This is an optimization exercise on Yosys and OpenROAD, whose aim is small area, a short achievable clock period and few clock cycles per item, not a production implementation.
Only simulation tests tie the RTL to the original design; equivalence was not proved.
Power and IR drop assume default switching activity.

File: flow/config.mk
export PLATFORM = sky130hd
export DESIGN_NAME = sdram_pixel_reader
export DESIGN_NICKNAME = sdram_pixel_reader
export VERILOG_FILES = /design/flow/design.v
export SDC_FILE = /design/flow/constraint.sdc
export NUM_CORES = 4
export LEC_CHECK = 0
export CAP_MARGIN = 20
export CORE_MARGIN = 2
export CORE_UTILIZATION = 40
export SLEW_MARGIN = 20
File: flow/design.v
package sdram_pixel_reader_pkg;
  typedef enum logic [1:0] {
    ST_IDLE  = 2'd0,
    ST_ISSUE = 2'd1,
    ST_DRAIN = 2'd2
  } state_e;
  localparam int DEF_BURST_LEN = 8;
  localparam int BURST_W = $clog2(DEF_BURST_LEN) + 1;
endpackage
module pixel_rx_fifo #(
  parameter int unsigned DATA_W = 32,
  parameter int unsigned DEPTH  = 32
) (
  input  logic                       clk_clk,
  input  logic                       reset_reset_n,
  input  logic                       push_i,
  input  logic [DATA_W-1:0]          wdata_i,
  input  logic                       pop_i,
  output logic [DATA_W-1:0]          rdata_o,
  output logic [$clog2(DEPTH):0]     count_o,
  output logic                       full_o,
  output logic                       empty_o
);
  localparam int unsigned PTR_W = $clog2(DEPTH);
  localparam int unsigned CNT_W = PTR_W + 1;
  logic [DATA_W-1:0] mem_q [DEPTH];
  logic [PTR_W-1:0]  wr_ptr_q, wr_ptr_d;
  logic [PTR_W-1:0]  rd_ptr_q, rd_ptr_d;
  logic [CNT_W-1:0]  count_q, count_d;
  logic              do_push, do_pop;
  assign empty_o = (count_q == '0);
  assign full_o  = (count_q == CNT_W'(DEPTH));
  assign count_o = count_q;
  assign rdata_o = mem_q[rd_ptr_q];
  assign do_pop  = pop_i && !empty_o;
  assign do_push = push_i && (!full_o || do_pop);
  always_comb begin
    wr_ptr_d = wr_ptr_q;
    rd_ptr_d = rd_ptr_q;
    count_d  = count_q;
    if (do_push) wr_ptr_d = wr_ptr_q + 1'b1;
    if (do_pop)  rd_ptr_d = rd_ptr_q + 1'b1;
    case ({do_push, do_pop})
      2'b10:   count_d = count_q + 1'b1;
      2'b01:   count_d = count_q - 1'b1;
      default: count_d = count_q;
    endcase
  end
  always_ff @(posedge clk_clk) begin
    if (do_push) mem_q[wr_ptr_q] <= wdata_i;
  end
  always_ff @(posedge clk_clk or negedge reset_reset_n) begin
    if (!reset_reset_n) begin
      wr_ptr_q <= '0;
      rd_ptr_q <= '0;
      count_q  <= '0;
    end else begin
      wr_ptr_q <= wr_ptr_d;
      rd_ptr_q <= rd_ptr_d;
      count_q  <= count_d;
    end
  end
endmodule
module sdram_pixel_reader #(
  parameter int unsigned ADDR_W     = 32,
  parameter int unsigned DATA_W     = 32,
  parameter int unsigned LEN_W      = 24,
  parameter int unsigned BURST_LEN  = sdram_pixel_reader_pkg::DEF_BURST_LEN,
  parameter int unsigned FIFO_DEPTH = 32
) (
  input  logic                            clk_clk,
  input  logic                            reset_reset_n,
  input  logic                            start,
  input  logic [ADDR_W-1:0]               base_addr,
  input  logic [LEN_W-1:0]                length_words,
  output logic                            busy,
  output logic                            done,
  output logic [ADDR_W-1:0]               avm_address,
  output logic                            avm_read,
  output logic [$clog2(BURST_LEN):0]     avm_burstcount,
  input  logic                            avm_waitrequest,
  input  logic [DATA_W-1:0]               avm_readdata,
  input  logic                            avm_readdatavalid,
  output logic [DATA_W-1:0]               src_data,
  output logic                            src_valid,
  input  logic                            src_ready,
  output logic                            src_endofpacket
);
  localparam int unsigned BW    = $clog2(BURST_LEN) + 1;
  localparam int unsigned CNT_W = $clog2(FIFO_DEPTH) + 1;
  localparam int unsigned OCC_W = LEN_W + 2;
  sdram_pixel_reader_pkg::state_e            state_q, state_d;
  logic [ADDR_W-1:0] addr_q, addr_d;
  logic [LEN_W-1:0]  remaining_q, remaining_d;
  logic [LEN_W-1:0]  len_q, len_d;
  logic [LEN_W-1:0]  out_cnt_q, out_cnt_d;
  logic [LEN_W-1:0]  in_flight_q, in_flight_d;
  logic [BW-1:0]     burst_q, burst_d;
  logic              read_q, read_d;
  logic              busy_q, busy_d;
  logic              done_q, done_d;
  logic [LEN_W-1:0]  rem_after;
  logic [BW-1:0]     next_burst;
  logic              accept, push, pop, last_word;
  logic [CNT_W-1:0]  fifo_count;
  logic              fifo_full, fifo_empty;
  function automatic logic [BW-1:0] clip_burst(input logic [LEN_W-1:0] rem);
    if (rem >= LEN_W'(BURST_LEN)) clip_burst = BW'(BURST_LEN);
    else                          clip_burst = rem[BW-1:0];
  endfunction
  function automatic logic credit_ok(input logic [LEN_W-1:0] infl,
                                     input logic [CNT_W-1:0] cnt,
                                     input logic [BW-1:0]    pending,
                                     input logic [BW-1:0]    burst);
    logic [OCC_W-1:0] occ;
    occ = OCC_W'(infl) + OCC_W'(cnt) + OCC_W'(pending) + OCC_W'(burst);
    credit_ok = (occ <= OCC_W'(FIFO_DEPTH));
  endfunction
  assign accept = read_q && !avm_waitrequest;
  assign push   = avm_readdatavalid && (in_flight_q != '0);
  assign pop    = src_valid && src_ready;
  assign last_word = ((out_cnt_q + LEN_W'(1)) == len_q);
  pixel_rx_fifo #(
    .DATA_W (DATA_W),
    .DEPTH  (FIFO_DEPTH)
  ) u_fifo (
    .clk_clk       (clk_clk),
    .reset_reset_n (reset_reset_n),
    .push_i        (push),
    .wdata_i       (avm_readdata),
    .pop_i         (pop),
    .rdata_o       (src_data),
    .count_o       (fifo_count),
    .full_o        (fifo_full),
    .empty_o       (fifo_empty)
  );
  always_comb begin
    state_d     = state_q;
    addr_d      = addr_q;
    remaining_d = remaining_q;
    len_d       = len_q;
    burst_d     = burst_q;
    read_d      = read_q;
    busy_d      = busy_q;
    done_d      = 1'b0;
    out_cnt_d   = pop ? out_cnt_q + LEN_W'(1) : out_cnt_q;
    in_flight_d = in_flight_q + (accept ? LEN_W'(burst_q) : '0)
                              - (push   ? LEN_W'(1)       : '0);
    rem_after   = remaining_q - LEN_W'(burst_q);
    next_burst  = clip_burst(rem_after);
    unique case (state_q)
      sdram_pixel_reader_pkg::ST_IDLE: begin
        if (start) begin
          if (length_words == '0) begin
            done_d = 1'b1;
          end else begin
            addr_d      = base_addr;
            remaining_d = length_words;
            len_d       = length_words;
            out_cnt_d   = '0;
            burst_d     = clip_burst(length_words);
            read_d      = 1'b1;
            busy_d      = 1'b1;
            state_d     = sdram_pixel_reader_pkg::ST_ISSUE;
          end
        end
      end
      sdram_pixel_reader_pkg::ST_ISSUE: begin
        if (accept) begin
          addr_d      = addr_q + (ADDR_W'(burst_q) << 2);
          remaining_d = rem_after;
          burst_d     = next_burst;
          if (rem_after == '0) begin
            read_d  = 1'b0;
            state_d = sdram_pixel_reader_pkg::ST_DRAIN;
          end else begin
            read_d = credit_ok(in_flight_q, fifo_count, burst_q, next_burst);
          end
        end else if (!read_q) begin
          read_d = credit_ok(in_flight_q, fifo_count, '0, burst_q);
        end
      end
      sdram_pixel_reader_pkg::ST_DRAIN: begin
        if (pop && last_word) begin
          done_d  = 1'b1;
          busy_d  = 1'b0;
          state_d = sdram_pixel_reader_pkg::ST_IDLE;
        end
      end
      default: state_d = sdram_pixel_reader_pkg::ST_IDLE;
    endcase
  end
  always_ff @(posedge clk_clk or negedge reset_reset_n) begin
    if (!reset_reset_n) begin
      state_q     <= sdram_pixel_reader_pkg::ST_IDLE;
      addr_q      <= '0;
      remaining_q <= '0;
      len_q       <= '0;
      out_cnt_q   <= '0;
      in_flight_q <= '0;
      burst_q     <= '0;
      read_q      <= 1'b0;
      busy_q      <= 1'b0;
      done_q      <= 1'b0;
    end else begin
      state_q     <= state_d;
      addr_q      <= addr_d;
      remaining_q <= remaining_d;
      len_q       <= len_d;
      out_cnt_q   <= out_cnt_d;
      in_flight_q <= in_flight_d;
      burst_q     <= burst_d;
      read_q      <= read_d;
      busy_q      <= busy_d;
      done_q      <= done_d;
    end
  end
  assign avm_address     = addr_q;
  assign avm_read        = read_q;
  assign avm_burstcount  = burst_q;
  assign busy            = busy_q;
  assign done            = done_q;
  assign src_valid       = !fifo_empty;
  assign src_endofpacket = src_valid && last_word;
endmodule
File: flow/run.sh
#!/bin/bash
# synth_recipe.tcl (not shown) runs the flow's synth.tcl, then flattens the netlist and writes it again
# the make line also repeats each setting of config.mk as NAME=value (left out here)
make -C /OpenROAD-flow-scripts/flow DESIGN_CONFIG=/design/flow/config.mk WORK_HOME=/design/flow/orfs CLKGATE_MAP_FILE= SYNTH_SCRIPT=/design/flow/synth_recipe.tcl finish
File: flow/constraint.sdc
create_clock -name core_clock -period 6.5 [get_ports {clk_clk}]
set_input_delay 1.3000 -clock core_clock [delete_from_list [all_inputs] [get_ports {clk_clk}]]
set_output_delay 1.3000 -clock core_clock [all_outputs]
set_load 0.01 [all_outputs]
==> out/qor.csv <==
metric,value,unit
outcome,"complete, no violations",
gpl congestion,0.8363,
CP Class,flop to output pin,
syn_nets,3029,
first-pass GRT wire length,182.3,mm
Num CTS Buffers,121,
Worst-Margin Slew,1.107,ns
die width,358.5,µm
DR vias/cell,5.689,
crit-path max FO,10,
hold_buf cts,0,
total clock sinks,1177,
hold_ws,0.5026,ns
worst-case vdd ir drop,0.3315,mV
final wirelength,122.7,mm
Worst Setup Start Kind,flop,
Clock Path Buffers,3,
Synth Register Bits,1177,
"EDFF count, synth",1024,
CP required,5.20,ns
"Largest delay share family, worst path",simple AND/OR/NAND/NOR gates,
sequential fraction of the synthesis area,0.6879,
clock slew seen by the registers of the worst setup and hold paths,0.06,ns
GRT Total Usage,0.1910,
Slew HR,0.2602,
Post-synth top flop,edfxtp_1,
WP buf/inv,1,
Multi-input gate area,0.01517,mm²
pwr dens,431.3,mW/mm²
Final TNS setup,0,ns
vias in the first global route,28050,
DRT Pass-1 Iters,7,
Async SR Flop Fraction,0.1300,
Crit-path slowest cell,a2111oi_2,
global route total overflow,0,
"Setup violations, final",0,
DRT iter0 DRCs,2719,
Post-CTS Setup Repair Bufs,0,
period utilisation layout,0.9409,
P&R area growth vs syn,16.16,%
die area,0.1285,mm²
Total Nets Final,3255,
cts repair resizes,0,
Layout fillers,10430,
Hold Fails Final Rpt,0,
core area,0.1251,mm²
Tmin final,6.116,ns
"slowest stage delay, CP",0.82,ns
Lkg Pwr,19.18,nW
synthesized cell area,0.05027,mm²
clk latency of the worst-skew pair,0.75,ns
R2R setup slack,0.60,ns
synthesized area per cell,17.69,µm²
Worst EP arrival,4.82,ns
max cap viols,0,
post-synth cell types,82,
IO Pins,167,
layout cells sized above 1,0.2229,
HPWL after detailed placement,71.68,mm
"antenna viol nets, final",0,
Starting Density,0.4019,
Ys Warns,2,
CTS tree,built,
largest net degree at the start of global routing,78,
drt wl/cell,25.46,µm
I/O Buffers,166,
Rows,130,
total number of H-tree levels,3,
root buf cell,clkbuf_16,
Pins Over Slew Limit,0,
CP Cell Sequence,ha_1 > nand3_1 > or3_1 > nor4_1 > nor2b_1 > o21ai_0 > a31o_1 > a2111oi_2 > and2_1 > clkdlybuf4s50_1,
worst hold path type,flop to flop,
skew final,0.07709,ns
DR DRC count,0,
CP Capture Type,output pin,
achievable frequency,0.1635,GHz
via count,27420,
Post-Synthesis Cells,2842,
initial antenna violation count,3,
Die Span Y,358.5,µm
register area,0.03459,mm²
RSZ-0062 raised after global routing,false,
cell families (layout without fill, tap and decap cells):
logic type,Yosys count,in the layout,synth area share
adders and majority gates,93,93,0.02464
and+or+nand+nor,528,528,0.05295
muxes,390,390,0.1589
AOI/OAI and AO/OA,340,340,0.04174
other,0,3,0
xor gates and xnor gates,103,103,0.01795
DFF,1177,1177,0.6879
buffers and inverters,211,536,0.01596
routing by layer:
layer / share of wire / global-route usage / vias to the layer above
met3: 0.058 / 0.02721 / 200
met5: 0.00011 / 0 / -
li1: - / - / 11850
met1: 0.43 / 0.2674 / 14490
met4: 0.026 / 0.05642 / 2
met2: 0.49 / 0.3126 / 881
sequential cells by signal, summed over array words and instances, names as in the netlist, 2 cells and up:
signal / flops
out_cnt_q: 24
u_fifo.rd_ptr_q: 5
burst_q: 4
u_fifo.mem_q: 1024
state_q: 2
addr_q: 32
u_fifo.count_q: 6
len_q: 24
in_flight_q: 24
remaining_q: 24
u_fifo.wr_ptr_q: 5
report_power, final:
part	switching (W)	total [W]	internal, W
Combinational	0.00439	0.00867	0.00428
Clock	0.00298	0.00695	0.00397
Sequential	0.000691	0.00957	0.00888
Total	0.00805	0.0252	0.0171
layout by cell type (no fill, tap or decap), types with 10 or more instances in the layout:
cell type        instances
clkdlybuf4s50_1        157
o21ai_0                 88
and3_1                  12
nor2_4                  33
dfrtp_1                148
or3_1                   17
nor2b_1                 14
a21oi_1                114
nand4_1                 26
a31oi_1                 20
ha_1                    83
nand3_1                 42
a21o_1                  13
nand2b_1                13
clkinv_2                16
mux2_2                  62
nor2_1                 141
nor3_1                  38
xnor2_1                 68
inv_1                   82
bufinv_16               12
clkinv_1                32
clkbuf_16              122
buf_4                   56
nand2_1                112
o22ai_1                 19
xor2_1                  35
edfxtp_1              1024
fa_1                    10
mux4_2                 320
nor4_1                  15
clkbuf_1                19
Yosys cell counts, types with 10 or more instances:
cell type / instances / area share
inv_1: 82 / 0.0061
nor4_1: 15 / 0.0019
fa_1: 10 / 0.0040
nor3_1: 39 / 0.0039
edfxtp_1: 1024 / 0.61
nand2b_1: 14 / 0.0017
dfrtp_1: 153 / 0.076
nand4_1: 26 / 0.0032
o21ai_0: 89 / 0.0089
clkbuf_1: 92 / 0.0069
nand2_1: 112 / 0.0084
xor2_1: 35 / 0.0061
a21o_1: 13 / 0.0019
nor2_1: 174 / 0.013
a21oi_1: 115 / 0.011
nand3_1: 42 / 0.0042
ha_1: 83 / 0.021
buf_1: 34 / 0.0025
mux4_2: 320 / 0.14
or3_1: 17 / 0.0021
mux2_2: 62 / 0.014
and3_1: 12 / 0.0015
a31oi_1: 20 / 0.0025
xnor2_1: 68 / 0.012
nor2b_1: 15 / 0.0019
o22ai_1: 19 / 0.0024
worst min-delay path: cells and delay by family (launching register included):
| kind | cells | cell delay (ns) |
|---|---|---|
| AO/OA/AOI/OAI | 1 | 0.06 |
| AND/OR/NAND/NOR | 1 | 0.05 |
| flip-flops | 1 | 0.35 |
layout make-up:
| class | count | area share |
|---|---|---|
| sequential | 1177 | 0.5925 |
| multi-input combinational | 1454 | 0.2597 |
| clock buffer | 146 | 0.05469 |
| timing repair buffer | 232 | 0.03855 |
| tap | 1650 | 0.03536 |
| clock inverter | 76 | 0.01380 |
| inverter | 82 | 0.005271 |
| antenna | 3 | 0.0001286 |
per-stage QoR:
step / cell area (µm²) / worst slack, ns / utilization / total power, W / std cells
2_1_floorplan: 50270 / 1.416 / - / 0.01555 / 2842
3_3_place_gp: 54400 / 0.8280 / 0.4349 / 0.01827 / 4594
3_5_place_dp: 54400 / 0.7041 / 0.4349 / 0.01846 / 4594
4_1_cts: 58390 / 0.3072 / 0.4669 / 0.02546 / 4816
5_1_grt: 58390 / 0.02943 / 0.4668 / 0.02643 / 4819
6_report: 58390 / 0.3844 / 0.4668 / 0.02519 / 4820
path summary, 6_finish.rpt:
| path | cells past startpoint | from | end |
|---|---|---|---|
| worst max-delay path | 10 | out_cnt_q[0]$_DFF_PN0_ | src_endofpacket |
| worst min-delay path | 2 | remaining_q[3]$_DFFE_PN0P_ | remaining_q[3]$_DFFE_PN0P_ |
| worst max register to register | 20 | burst_q[3]$_DFFE_PN0P_ | read_q$_DFFE_PN0P_ |
| worst min register to register | 2 | remaining_q[3]$_DFFE_PN0P_ | remaining_q[3]$_DFFE_PN0P_ |
| max in group asynchronous | 2 | reset_reset_n | in_flight_q[12]$_DFF_PN0_ |
| min in group asynchronous | 1 | reset_reset_n | addr_q[27]$_DFFE_PN0P_ |
Testbench counts, summed over its fixed seeds: cycles 308,066, items 220,665.

static timing again, ports no longer ideal:
The flow's constraints put no driver on any port. The routed layout listed below was extracted and timed again, unchanged, in two steps. Step 1, drivers: a clkbuf_16 drives clk_clk and a buf_2 each remaining input, both assumed. Step 2 also shifts input and output timing later by t, the mid clock arrival at the registers, as if the neighbouring blocks saw the same clock. Three values: no drivers, after step 1, after step 2; two values: the first two.
t (ns): 0.777
setup slack, ns: 0.384 / 0.319 / 0.600
slew at the worst register clock pin (ns): 0.07 / 0.07
worst slew at a driven data input, ns: 0.15
After both steps this run still meets setup and hold. For this run, drivers alone change the setup slack by -0.065 ns; drivers and shift together by +0.216 ns.
